What follows belongs to an exercise in optimizing a design on an open flow for small area, a short achievable clock period and few clock cycles per item; a production flow would make more cautious choices. Only simulation tests tie the RTL to the original design; equivalence was not proved. Power and IR drop assume default switching activity.

03-14:
==> flow/design.v <==
module proc_core_param #(
    parameter int DATA_W = 16,
    parameter int NREG   = 16,
    parameter int PC_W   = 8
) (
    input  logic                    clk,
    input  logic                    rst,
    input  logic                    run,
    output logic [PC_W-1:0]         imem_addr,
    input  logic [DATA_W-1:0]       imem_data,
    input  logic [$clog2(NREG)-1:0] dbg_sel,
    output logic [DATA_W-1:0]       dbg_data,
    output logic                    done,
    output logic                    halted,
    output logic                    zero_flag,
    output logic                    carry_flag,
    output logic                    illegal
);
    localparam int RA_W = $clog2(NREG);
    localparam logic [3:0] OP_NOP  = 4'd0;
    localparam logic [3:0] OP_LDI  = 4'd1;
    localparam logic [3:0] OP_MOV  = 4'd2;
    localparam logic [3:0] OP_ADD  = 4'd3;
    localparam logic [3:0] OP_SUB  = 4'd4;
    localparam logic [3:0] OP_JZ   = 4'd5;
    localparam logic [3:0] OP_HALT = 4'd6;
    logic [PC_W-1:0]              fa;
    logic                         dv;
    logic                         ir_v;
    logic [3:0]                   ir_op;
    logic [RA_W-1:0]              ir_rx;
    logic [DATA_W-1:0]            opa, opb, opa_d, opb_d;
    logic                         ir_tk;
    logic [NREG-1:0][DATA_W-1:0]  regs;
    logic [NREG-1:0]              valid, wrow;
    logic [3:0]                   d_op;
    logic [RA_W-1:0]              d_rx, d_ry;
    logic                         two_word, ex, first, d_halt, taken, go, we;
    logic [DATA_W-1:0]            wdata;
    logic [DATA_W:0]              s;
    logic                         sub;
    assign d_op     = imem_data[DATA_W-1 -: 4];
    assign d_rx     = imem_data[DATA_W-5 -: RA_W];
    assign d_ry     = imem_data[DATA_W-5-RA_W -: RA_W];
    assign two_word = (ir_op == OP_LDI) || (ir_op == OP_JZ);
    assign ex       = ir_v && (!two_word || dv);
    assign first    = dv && !(ir_v && two_word);
    assign d_halt   = first && (d_op == OP_HALT);
    assign go       = run && !halted;
    assign we       = ex && (ir_op == OP_LDI || ir_op == OP_MOV || ir_op == OP_ADD || ir_op == OP_SUB);
    assign taken     = ir_v && dv && ir_tk;
    assign imem_addr = taken ? imem_data[PC_W-1:0] : fa;
    logic [DATA_W-1:0] bx, ag, ap, cg, cp;
    assign sub = (ir_op == OP_SUB);
    always_comb begin
        bx = opb ^ {DATA_W{sub}};
        ag = opa & bx;
        ap = opa ^ bx;
        cg = ag;
        cp = ap;
        cg[0] = ag[0] | (ap[0] & sub);
        for (int d = 1; d < DATA_W; d = d * 2)
            for (int i = DATA_W - 1; i >= d; i--) begin
                cg[i] = cg[i] | (cp[i] & cg[i-d]);
                cp[i] = cp[i] & cp[i-d];
            end
    end
    assign s     = {cg[DATA_W-1], ap ^ {cg[DATA_W-2:0], sub}};
    assign wdata = (ir_op == OP_LDI) ? imem_data : (ir_op == OP_MOV) ? opb : s[DATA_W-1:0];
    logic [NREG-1:0]  dbg_oh, a_oh, b_oh;
    logic [DATA_W-1:0] rd_a, rd_b;
    assign dbg_oh = ({{(NREG-1){1'b0}}, 1'b1} << dbg_sel) & valid;
    assign a_oh   = ({{(NREG-1){1'b0}}, 1'b1} << d_rx) & valid;
    assign b_oh   = ({{(NREG-1){1'b0}}, 1'b1} << d_ry) & valid;
    proc_core_param_rdmux #(.N(NREG), .W(DATA_W)) u_rd_dbg (.oh(dbg_oh), .r(regs), .q(dbg_data));
    proc_core_param_rdmux #(.N(NREG), .W(DATA_W)) u_rd_a   (.oh(a_oh),   .r(regs), .q(rd_a));
    proc_core_param_rdmux #(.N(NREG), .W(DATA_W)) u_rd_b   (.oh(b_oh),   .r(regs), .q(rd_b));
    always_ff @(posedge clk or posedge rst) begin
        if (rst) begin
            fa    <= '0;
            dv    <= 1'b0;
            ir_v  <= 1'b0;
            ir_op <= '0;
            ir_rx <= '0;
            ir_tk <= 1'b0;
        end else if (go) begin
            dv <= 1'b1;
            fa <= imem_addr + 1'b1;
            if (first) begin
                ir_v  <= !d_halt;
                ir_op <= d_op;
                ir_rx <= d_rx;
                ir_tk <= (d_op == OP_JZ) && (opa_d == '0);
            end else if (ex) begin
                ir_v <= 1'b0;
            end
        end else begin
            dv <= 1'b0;
            fa <= fa - {{(PC_W-1){1'b0}}, dv};
        end
    end
    assign opa_d = (we && ir_rx == d_rx) ? wdata : rd_a;
    assign opb_d = (we && ir_rx == d_ry) ? wdata : rd_b;
    always_ff @(posedge clk) begin
        if (go && first) begin
            opa <= opa_d;
            opb <= opb_d;
        end
    end
    assign wrow = (go && we) ? ({{(NREG-1){1'b0}}, 1'b1} << ir_rx) : '0;
    always_ff @(posedge clk)
        for (int i = 0; i < NREG; i++)
            if (wrow[i]) regs[i] <= wdata;
    always_ff @(posedge clk or posedge rst) begin
        if (rst) valid <= '0;
        else     valid <= valid | wrow;
    end
    always_ff @(posedge clk or posedge rst) begin
        if (rst) begin
            done       <= 1'b0;
            halted     <= 1'b0;
            zero_flag  <= 1'b0;
            carry_flag <= 1'b0;
            illegal    <= 1'b0;
        end else begin
            done <= go && ex;
            if (go) begin
                if (d_halt) halted <= 1'b1;
                if (ex) begin
                    case (ir_op)
                        OP_NOP, OP_LDI, OP_MOV, OP_JZ: ;
                        OP_ADD, OP_SUB: begin
                            zero_flag  <= (s[DATA_W-1:0] == '0);
                            carry_flag <= s[DATA_W] ^ sub;
                        end
                        default: illegal <= 1'b1;
                    endcase
                end
            end
        end
    end
endmodule
module proc_core_param_rdmux #(
    parameter int N = 16,
    parameter int W = 16
) (
    input  logic [N-1:0]   oh,
    input  logic [N*W-1:0] r,
    output logic [W-1:0]   q
);
    always_comb begin
        q = '0;
        for (int i = 0; i < N; i++) q = q | (r[i*W +: W] & {W{oh[i]}});
    end
endmodule
Settings: LEC_CHECK=0, CAP_MARGIN=20, CORE_MARGIN=2, CORE_UTILIZATION=50, CTS_CLUSTER_DIAMETER=100, CTS_CLUSTER_SIZE=20, SETUP_SLACK_MARGIN=2.3, SLEW_MARGIN=20, SYNTH_HIERARCHICAL=1, SYNTH_MINIMUM_KEEP_SIZE=0; clock period 6.0 ns.
run.sh (not shown) runs the stock make flow with config.mk's settings and CLKGATE_MAP_FILE= SYNTH_SCRIPT=/design/flow/synth_recipe.tcl, a recipe that flattens the netlist after the stock synthesis.
03-14 | stages: all done | timing, DRC, antenna: all pass
Testbench counts of 03-14, summed over its fixed seeds: cycles 21,661, instrs 15,299.
Changes in 11-01 relative to 03-14:
- swapping 2.3 for 2.0 in SETUP_SLACK_MARGIN
==> run summary <==
11-01 vs 03-14, fraction of the cycle the final worst path needs went down by 0.29 points.
Taking 03-14 as the reference, in 11-01 worst hold slack increased by 0.017 ns relative to the old numbers, maximum clock frequency now larger, net load switching power went down by about 7%.


Setup of lagoon:
Another version of the RTL of proc_core_param (not shown whole).
Size: roughly 16,000 um^2 of cells after synthesis.
Design proc_core_param, start of the top module:
module proc_core_param #(
    parameter int DATA_W = 16,
    parameter int NREG   = 16,
    parameter int PC_W   = 8
) (
    input  logic                    clk,
    input  logic                    rst,
    input  logic                    run,
    output logic [PC_W-1:0]         imem_addr,
    input  logic [DATA_W-1:0]       imem_data,
    input  logic [$clog2(NREG)-1:0] dbg_sel,
    output logic [DATA_W-1:0]       dbg_data,
    output logic                    done,
    output logic                    halted,
    output logic                    zero_flag,
    output logic                    carry_flag,
    output logic                    illegal
);
==> flow/config.mk <==
export PLATFORM = sky130hd
export DESIGN_NAME = proc_core_param
export DESIGN_NICKNAME = proc_core_param
export VERILOG_FILES = /design/flow/design.v
export SDC_FILE = /design/flow/constraint.sdc
export NUM_CORES = 4
export LEC_CHECK = 0
export CAP_MARGIN = 20
export CORE_MARGIN = 2
export CORE_UTILIZATION = 50
export CTS_CLUSTER_DIAMETER = 100
export CTS_CLUSTER_SIZE = 20
export SETUP_SLACK_MARGIN = 2.2
export SLEW_MARGIN = 20
export SYNTH_HIERARCHICAL = 1
export SYNTH_MINIMUM_KEEP_SIZE = 0
==> flow/constraint.sdc <==
create_clock -name core_clock -period 6.0 [get_ports {clk}]
set_input_delay 1.2000 -clock core_clock [delete_from_list [all_inputs] [get_ports {clk}]]
set_output_delay 1.2000 -clock core_clock [all_outputs]
set_load 0.01 [all_outputs]
standard.sh (not shown) runs the stock make flow with config.mk's settings and CLKGATE_MAP_FILE= SYNTH_SCRIPT=/design/flow/synth_recipe.tcl, a recipe that flattens the netlist after the stock synthesis.
==> flow/flow/run.sh <==
#!/bin/bash
# Standard layout; the port buffers are buf_4 cells instead of the default
# choice, and before global routing extra gate sizing runs on the worst paths
# (flow/pre_grt.tcl).
bash standard.sh "BUFFER_PORTS_ARGS=-buffer_cell sky130_fd_sc_hd__buf_4" "PRE_GLOBAL_ROUTE_TCL=$PWD/flow/pre_grt.tcl" finish > standard.log 2>&1
==> flow/flow/pre_grt.tcl <==
# Greedy gate sizing on the worst setup paths before global routing (with
# placement parasitics, re-estimated after every change): for each cell on the worst path, try the other drive
# strengths of the same cell and keep the change that most improves that path
# without lowering the worst slack. Then legalize the placement.
proc my_sizes {cell} {
  set name [get_name $cell]
  if {![regexp {^(.*_)[0-9]+$} $name -> base]} { return {} }
  set out {}
  foreach c [get_lib_cells */${base}*] {
    set n [get_name $c]
    if {[regexp "^${base}\[0-9\]+\$" $n]} { lappend out $n }
  }
  return $out
}

proc my_worst {} { return [expr {[sta::worst_slack_cmd max] * 1e9}] }

proc my_ep_slack {ep} {
  return [get_property [lindex [find_timing_paths -to $ep -path_delay max] 0] slack]
}

# Upsize or downsize one cell at a time on the worst path: a change is kept when
# it improves that path's endpoint without lowering the worst slack.
proc my_size_pass {max_iter target} {
  set changed 0
  for {set it 0} {$it < $max_iter} {incr it} {
    estimate_parasitics -placement
    set ws [my_worst]
    if {$ws >= $target} { break }
    set pe [lindex [find_timing_paths -path_delay max -sort_by_slack -group_path_count 1] 0]
    set ep [get_property $pe endpoint]
    set insts {}
    foreach pt [get_property $pe points] {
      set pin [get_property $pt pin]
      if {[$pin instance] eq "NULL"} { continue }
      if {[get_property $pin direction] ne "output"} { continue }
      set inst [get_cells -of_objects $pin]
      if {[regexp {__(e?df|dl|sdf)} [get_property $inst ref_name]]} { continue }
      lappend insts $inst
    }
    set best_es $ws
    set best {}
    foreach inst $insts {
      set iname [get_full_name $inst]
      set cur [get_property $inst ref_name]
      foreach cand [my_sizes [get_lib_cells */$cur]] {
        if {$cand eq $cur} { continue }
        replace_cell $iname [lindex [get_lib_cells */$cand] 0]
        estimate_parasitics -placement
        set es [my_ep_slack $ep]
        if {$es > $best_es + 0.001 && [my_worst] >= $ws - 0.0001} {
          set best_es $es
          set best [list $iname $cand]
        }
        replace_cell $iname [lindex [get_lib_cells */$cur] 0]
      }
    }
    if {$best eq {}} { break }
    replace_cell [lindex $best 0] [lindex [get_lib_cells */[lindex $best 1]] 0]
    incr changed
    puts "my_size: [lindex $best 0] -> [lindex $best 1], [get_full_name $ep] $ws -> $best_es, worst [my_worst]"
  }
  return $changed
}

set_propagated_clock [all_clocks]
estimate_parasitics -placement
puts "my_size: start, worst slack [my_worst]"
set n [my_size_pass 100 2.7]
detailed_placement
estimate_parasitics -placement
puts "my_size: resized $n cells, worst slack [my_worst]"
lagoon | stages: all done | timing, DRC, antenna: all pass
Testbench counts of lagoon, summed over its fixed seeds: cycles 21,661, instrs 15,299.
Modified inputs, juniper compared to lagoon
# lagoon
export LEC_CHECK = 0
export CAP_MARGIN = 20
export CORE_MARGIN = 2
export CORE_UTILIZATION = 50
export CTS_CLUSTER_DIAMETER = 100
export CTS_CLUSTER_SIZE = 20
export SETUP_SLACK_MARGIN = 2.2
export SLEW_MARGIN = 20
export SYNTH_HIERARCHICAL = 1
export SYNTH_MINIMUM_KEEP_SIZE = 0
create_clock -name core_clock -period 6.0 [get_ports {clk}]
# juniper
export LEC_CHECK = 0
export CAP_MARGIN = 20
export CORE_MARGIN = 2
export CORE_UTILIZATION = 50
export CTS_CLUSTER_DIAMETER = 100
export CTS_CLUSTER_SIZE = 22
export SETUP_SLACK_MARGIN = 2.5
export SLEW_MARGIN = 20
export SYNTH_HIERARCHICAL = 1
export SYNTH_MINIMUM_KEEP_SIZE = 0
create_clock -name core_clock -period 6.0 [get_ports {clk}]
diff --git a/flow/flow/pre_grt.tcl b/flow/flow/pre_grt.tcl
--- a/flow/flow/pre_grt.tcl
+++ b/flow/flow/pre_grt.tcl
@@ -69 +69 @@
-set n [my_size_pass 100 2.7]
+set n [my_size_pass 120 2.8]
[summary]
lagoon: all stages complete, timing, DRC and antenna checks passed. The flow did not stop early for juniper: all stages ran, and the layout cleared the timing, design-rule and antenna checks. The global-route wire length before repair number comes out higher for juniper vs lagoon. The highest metal layer with signal wires comes out met5 in one run and met4 in the other, namely in juniper and lagoon respectively. Looking at core utilization, juniper sits 2.7 points higher than lagoon does. Cell area after placement essentially unchanged between juniper and lagoon. juniper vs lagoon on minimum clock period after layout: juniper is the lower one. Going from lagoon to juniper, the met3 usage in global routing was found to have gone up by 0.55 points. Design area grows by a few percent when moving from lagoon to juniper.
What violet does differently from juniper at the input level:
# juniper
export LEC_CHECK = 0
export CAP_MARGIN = 20
export CORE_MARGIN = 2
export CORE_UTILIZATION = 50
export CTS_CLUSTER_DIAMETER = 100
export CTS_CLUSTER_SIZE = 22
export SETUP_SLACK_MARGIN = 2.5
export SLEW_MARGIN = 20
export SYNTH_HIERARCHICAL = 1
export SYNTH_MINIMUM_KEEP_SIZE = 0
create_clock -name core_clock -period 6.0 [get_ports {clk}]
# violet
export LEC_CHECK = 0
export CAP_MARGIN = 20
export CORE_MARGIN = 2
export CORE_UTILIZATION = 50
export CTS_CLUSTER_DIAMETER = 100
export CTS_CLUSTER_SIZE = 20
export SETUP_SLACK_MARGIN = 2.2
export SLEW_MARGIN = 20
export SYNTH_HIERARCHICAL = 1
export SYNTH_MINIMUM_KEEP_SIZE = 0
create_clock -name core_clock -period 6.0 [get_ports {clk}]
diff --git a/flow/flow/pre_grt.tcl b/flow/flow/pre_grt.tcl
--- a/flow/flow/pre_grt.tcl
+++ b/flow/flow/pre_grt.tcl
@@ -2 +2 @@
-# placement parasitics, re-estimated after every change): for each cell on the worst path, try the other drive
+# placement parasitics): for each cell on the worst path, try the other drive
@@ -27 +26,0 @@
-    estimate_parasitics -placement
@@ -49 +47,0 @@
-        estimate_parasitics -placement
@@ -69 +67 @@
-set n [my_size_pass 120 2.8]
+set n [my_size_pass 400 2.7]
### Flow results
In summary, violet completed successfully, with a layout that passed the timing, design-rule and antenna checks.
The origin of the worst setup path comes out dbg_sel[1] in one run and dbg_sel[3] in the other, namely in violet and juniper respectively.
Diff violet and juniper: maximum achievable frequency lower in violet
All-layer global routing usage ended up 0.48 points lower on violet than on juniper.
violet does better than juniper on final routed wirelength across all metal layers.
Re total of fill cells in the finished design: juniper was lower than violet.
[inputs] delta vs violet
# violet
export LEC_CHECK = 0
export CAP_MARGIN = 20
export CORE_MARGIN = 2
export CORE_UTILIZATION = 50
export CTS_CLUSTER_DIAMETER = 100
export CTS_CLUSTER_SIZE = 20
export SETUP_SLACK_MARGIN = 2.2
export SLEW_MARGIN = 20
export SYNTH_HIERARCHICAL = 1
export SYNTH_MINIMUM_KEEP_SIZE = 0
create_clock -name core_clock -period 6.0 [get_ports {clk}]
# delta
export LEC_CHECK = 0
export CAP_MARGIN = 20
export CORE_MARGIN = 2
export CORE_UTILIZATION = 50
export CTS_CLUSTER_DIAMETER = 100
export CTS_CLUSTER_SIZE = 22
export SETUP_SLACK_MARGIN = 2.2
export SLEW_MARGIN = 20
export SYNTH_HIERARCHICAL = 1
export SYNTH_MINIMUM_KEEP_SIZE = 0
create_clock -name core_clock -period 6.0 [get_ports {clk}]
diff --git a/flow/flow/pre_grt.tcl b/flow/flow/pre_grt.tcl
--- a/flow/flow/pre_grt.tcl
+++ b/flow/flow/pre_grt.tcl
@@ -2 +2 @@
-# placement parasitics): for each cell on the worst path, try the other drive
+# placement parasitics, re-estimated after every change): for each cell on the worst path, try the other drive
@@ -4 +4,2 @@
-# without lowering the worst slack. Then legalize the placement.
+# without lowering the worst slack. Then downsize cells off the critical paths,
+# and legalize the placement.
@@ -26,0 +28 @@
+    estimate_parasitics -placement
@@ -47,0 +50 @@
+        estimate_parasitics -placement
@@ -63,0 +67,46 @@
+# Downsize cells off the critical paths: a smaller drive strength is kept when
+# every path through the cell keeps at least guard ns more slack than the
+# worst slack had before, and the worst slack does not drop.
+proc my_downsize_pass {guard} {
+  estimate_parasitics -placement
+  set ws0 [my_worst]
+  set changed 0
+  set saved 0.0
+  foreach inst [get_cells *] {
+    set cur [get_property $inst ref_name]
+    if {[regexp {__(e?df|dl|sdf|clkbuf|clkinv|tap|fill|decap)} $cur]} { continue }
+    set sizes [my_sizes [get_lib_cells */$cur]]
+    if {[llength $sizes] < 2} { continue }
+    set cur_area [get_property [lindex [get_lib_cells */$cur] 0] area]
+    set iname [get_full_name $inst]
+    set outs {}
+    foreach p [get_pins -of_objects $inst -filter "direction == output"] { lappend outs $p }
+    if {$outs eq {}} { continue }
+    # smaller cells, smallest first
+    set cands {}
+    foreach c $sizes {
+      set a [get_property [lindex [get_lib_cells */$c] 0] area]
+      if {$a < $cur_area - 0.01} { lappend cands [list $a $c] }
+    }
+    foreach ac [lsort -real -index 0 $cands] {
+      set c [lindex $ac 1]
+      replace_cell $iname [lindex [get_lib_cells */$c] 0]
+      estimate_parasitics -placement
+      set ok [expr {[my_worst] >= $ws0 - 0.0001}]
+      if {$ok} {
+        set pe [lindex [find_timing_paths -through [lindex $outs 0] -path_delay max] 0]
+        if {$pe ne "" && [get_property $pe slack] < $ws0 + $guard} { set ok 0 }
+      }
+      if {$ok} {
+        incr changed
+        set saved [expr {$saved + $cur_area - [lindex $ac 0]}]
+        break
+      }
+      replace_cell $iname [lindex [get_lib_cells */$cur] 0]
+    }
+  }
+  estimate_parasitics -placement
+  puts "my_downsize: $changed cells, [format %.1f $saved] um2 saved, worst slack $ws0 -> [my_worst]"
+  return $changed
+}
+
@@ -67 +116,2 @@
-set n [my_size_pass 400 2.7]
+set n [my_size_pass 100 2.7]
+my_downsize_pass 0.05
## What came out
The final core area utilization number comes out lower for delta vs violet. delta went all the way through the flow, and no timing, DRC or antenna check failed. Per the comparison of delta with violet, amount of wire on met3 after detailed routing fell by 1.5%; fmax rose by 5.6 MHz.
#### Input delta (yarrow over delta)
# delta
export LEC_CHECK = 0
export CAP_MARGIN = 20
export CORE_MARGIN = 2
export CORE_UTILIZATION = 50
export CTS_CLUSTER_DIAMETER = 100
export CTS_CLUSTER_SIZE = 22
export SETUP_SLACK_MARGIN = 2.2
export SLEW_MARGIN = 20
export SYNTH_HIERARCHICAL = 1
export SYNTH_MINIMUM_KEEP_SIZE = 0
create_clock -name core_clock -period 6.0 [get_ports {clk}]
# yarrow
export LEC_CHECK = 0
export CAP_MARGIN = 20
export CORE_MARGIN = 2
export CORE_UTILIZATION = 50
export CTS_CLUSTER_DIAMETER = 100
export CTS_CLUSTER_SIZE = 22
export SETUP_SLACK_MARGIN = 2.35
export SLEW_MARGIN = 20
export SYNTH_HIERARCHICAL = 1
export SYNTH_MINIMUM_KEEP_SIZE = 0
create_clock -name core_clock -period 6.0 [get_ports {clk}]
diff --git a/flow/flow/pre_grt.tcl b/flow/flow/pre_grt.tcl
--- a/flow/flow/pre_grt.tcl
+++ b/flow/flow/pre_grt.tcl
@@ -117 +117 @@
-my_downsize_pass 0.05
+my_downsize_pass 0.1
### Flow results
yarrow closes out successfully: all stages finished, all timing, DRC and antenna checks passed.
Re cell area power density: delta was higher than yarrow.
Combinational group share of total power ends up higher on yarrow.
Routability-driven placement congestion ratio: yarrow < delta
yarrow: hold slack is 0.012 ns higher than what delta reported.
Final cell count across yarrow and delta: no real change.
Total routed wirelength ended up 600 um lower on yarrow than on delta.
Diff delta -> yarrow | worst-case setup margin in the final layout | increase of 0.081 ns
When the final numbers for yarrow and delta were put side by side, the final critical path time including I/O delays and setup turned out to be greater in delta.
Summary of yarrow over delta: clock skew up 0.0031 ns, power consumed by sequential cells up about 1%.
#### Input delta (cedar over yarrow)
# yarrow
export LEC_CHECK = 0
export CAP_MARGIN = 20
export CORE_MARGIN = 2
export CORE_UTILIZATION = 50
export CTS_CLUSTER_DIAMETER = 100
export CTS_CLUSTER_SIZE = 22
export SETUP_SLACK_MARGIN = 2.35
export SLEW_MARGIN = 20
export SYNTH_HIERARCHICAL = 1
export SYNTH_MINIMUM_KEEP_SIZE = 0
create_clock -name core_clock -period 6.0 [get_ports {clk}]
# cedar
export LEC_CHECK = 0
export CAP_MARGIN = 20
export CORE_MARGIN = 2
export CORE_UTILIZATION = 50
export CTS_CLUSTER_DIAMETER = 100
export CTS_CLUSTER_SIZE = 22
export SETUP_SLACK_MARGIN = 2.0
export SLEW_MARGIN = 20
export SYNTH_HIERARCHICAL = 1
export SYNTH_MINIMUM_KEEP_SIZE = 0
create_clock -name core_clock -period 6.0 [get_ports {clk}]
diff --git a/flow/flow/pre_grt.tcl b/flow/flow/pre_grt.tcl
--- a/flow/flow/pre_grt.tcl
+++ b/flow/flow/pre_grt.tcl
@@ -117 +117 @@
-my_downsize_pass 0.1
+my_downsize_pass 0.05
==> comparison <==
The flow did not stop early for cedar: all stages ran, and the layout cleared the timing, design-rule and antenna checks. Changes observed in cedar relative to yarrow: critical path's largest stage delay now larger; hold slack now smaller. Compare yarrow and cedar | final cycle utilization of the critical path lower: yarrow. Post-synthesis share of cell area spent on xor and xnor gates came out exactly the same in yarrow and cedar. As far as post-synthesis async set-or-reset flop share goes, yarrow and cedar are indistinguishable; the numbers are identical. Of yarrow and cedar, the lower combinational fraction of design power belongs to cedar. Going from yarrow to cedar, remaining antenna violation count about even, total wire length after detailed routing rose about 0.6%.

afterwards: timing with drivers on the ports:
The results above use ideal ports. As a check the final layouts listed here were re-extracted and re-timed, cells and wires unchanged. Step 1, drivers: a clkbuf_16 drives clk and a buf_2 each remaining input, both assumed. Step 2 times the ports against the registers' clock, not the clock port: input delays grow and output delays shrink by t, the midpoint of the rising clock arrivals with the driver on. Three values: ideal ports, drivers, drivers and shift; two values: the first two.
| run | shift t [ns] | setup slack, ns | clock arrival spread, ns | worst data-port slew with drivers (ns) | pins driven straight from the clock port |
|---|---|---|---|---|---|
| 03-14 | 0.597 | 1.997 / 1.952 / 1.652 | 0.039 / 0.039 | 0.06 | 1 |
| 11-01 | 0.582 | 2.014 / 1.989 / 1.473 | 0.022 / 0.022 | 0.04 | 1 |
| lagoon | 0.591 | 2.218 / 2.168 / 1.980 | 0.024 / 0.023 | 0.07 | 1 |
| juniper | 0.597 | 2.333 / 2.267 / 2.045 | 0.034 / 0.033 | 0.07 | 1 |
| violet | 0.590 | 2.176 / 2.114 / 1.968 | 0.023 / 0.022 | 0.07 | 1 |
| delta | 0.577 | 2.255 / 2.208 / 1.933 | 0.017 / 0.017 | 0.07 | 1 |
| yarrow | 0.573 | 2.337 / 2.270 / 1.860 | 0.023 / 0.022 | 0.07 | 1 |
| cedar | 0.580 | 2.054 / 1.986 / 1.861 | 0.013 / 0.014 | 0.07 | 1 |
After both steps setup and hold are still met in every run listed. For 11-01, which loses most, drivers alone change the setup slack by -0.025 ns; drivers and shift together by -0.541 ns.
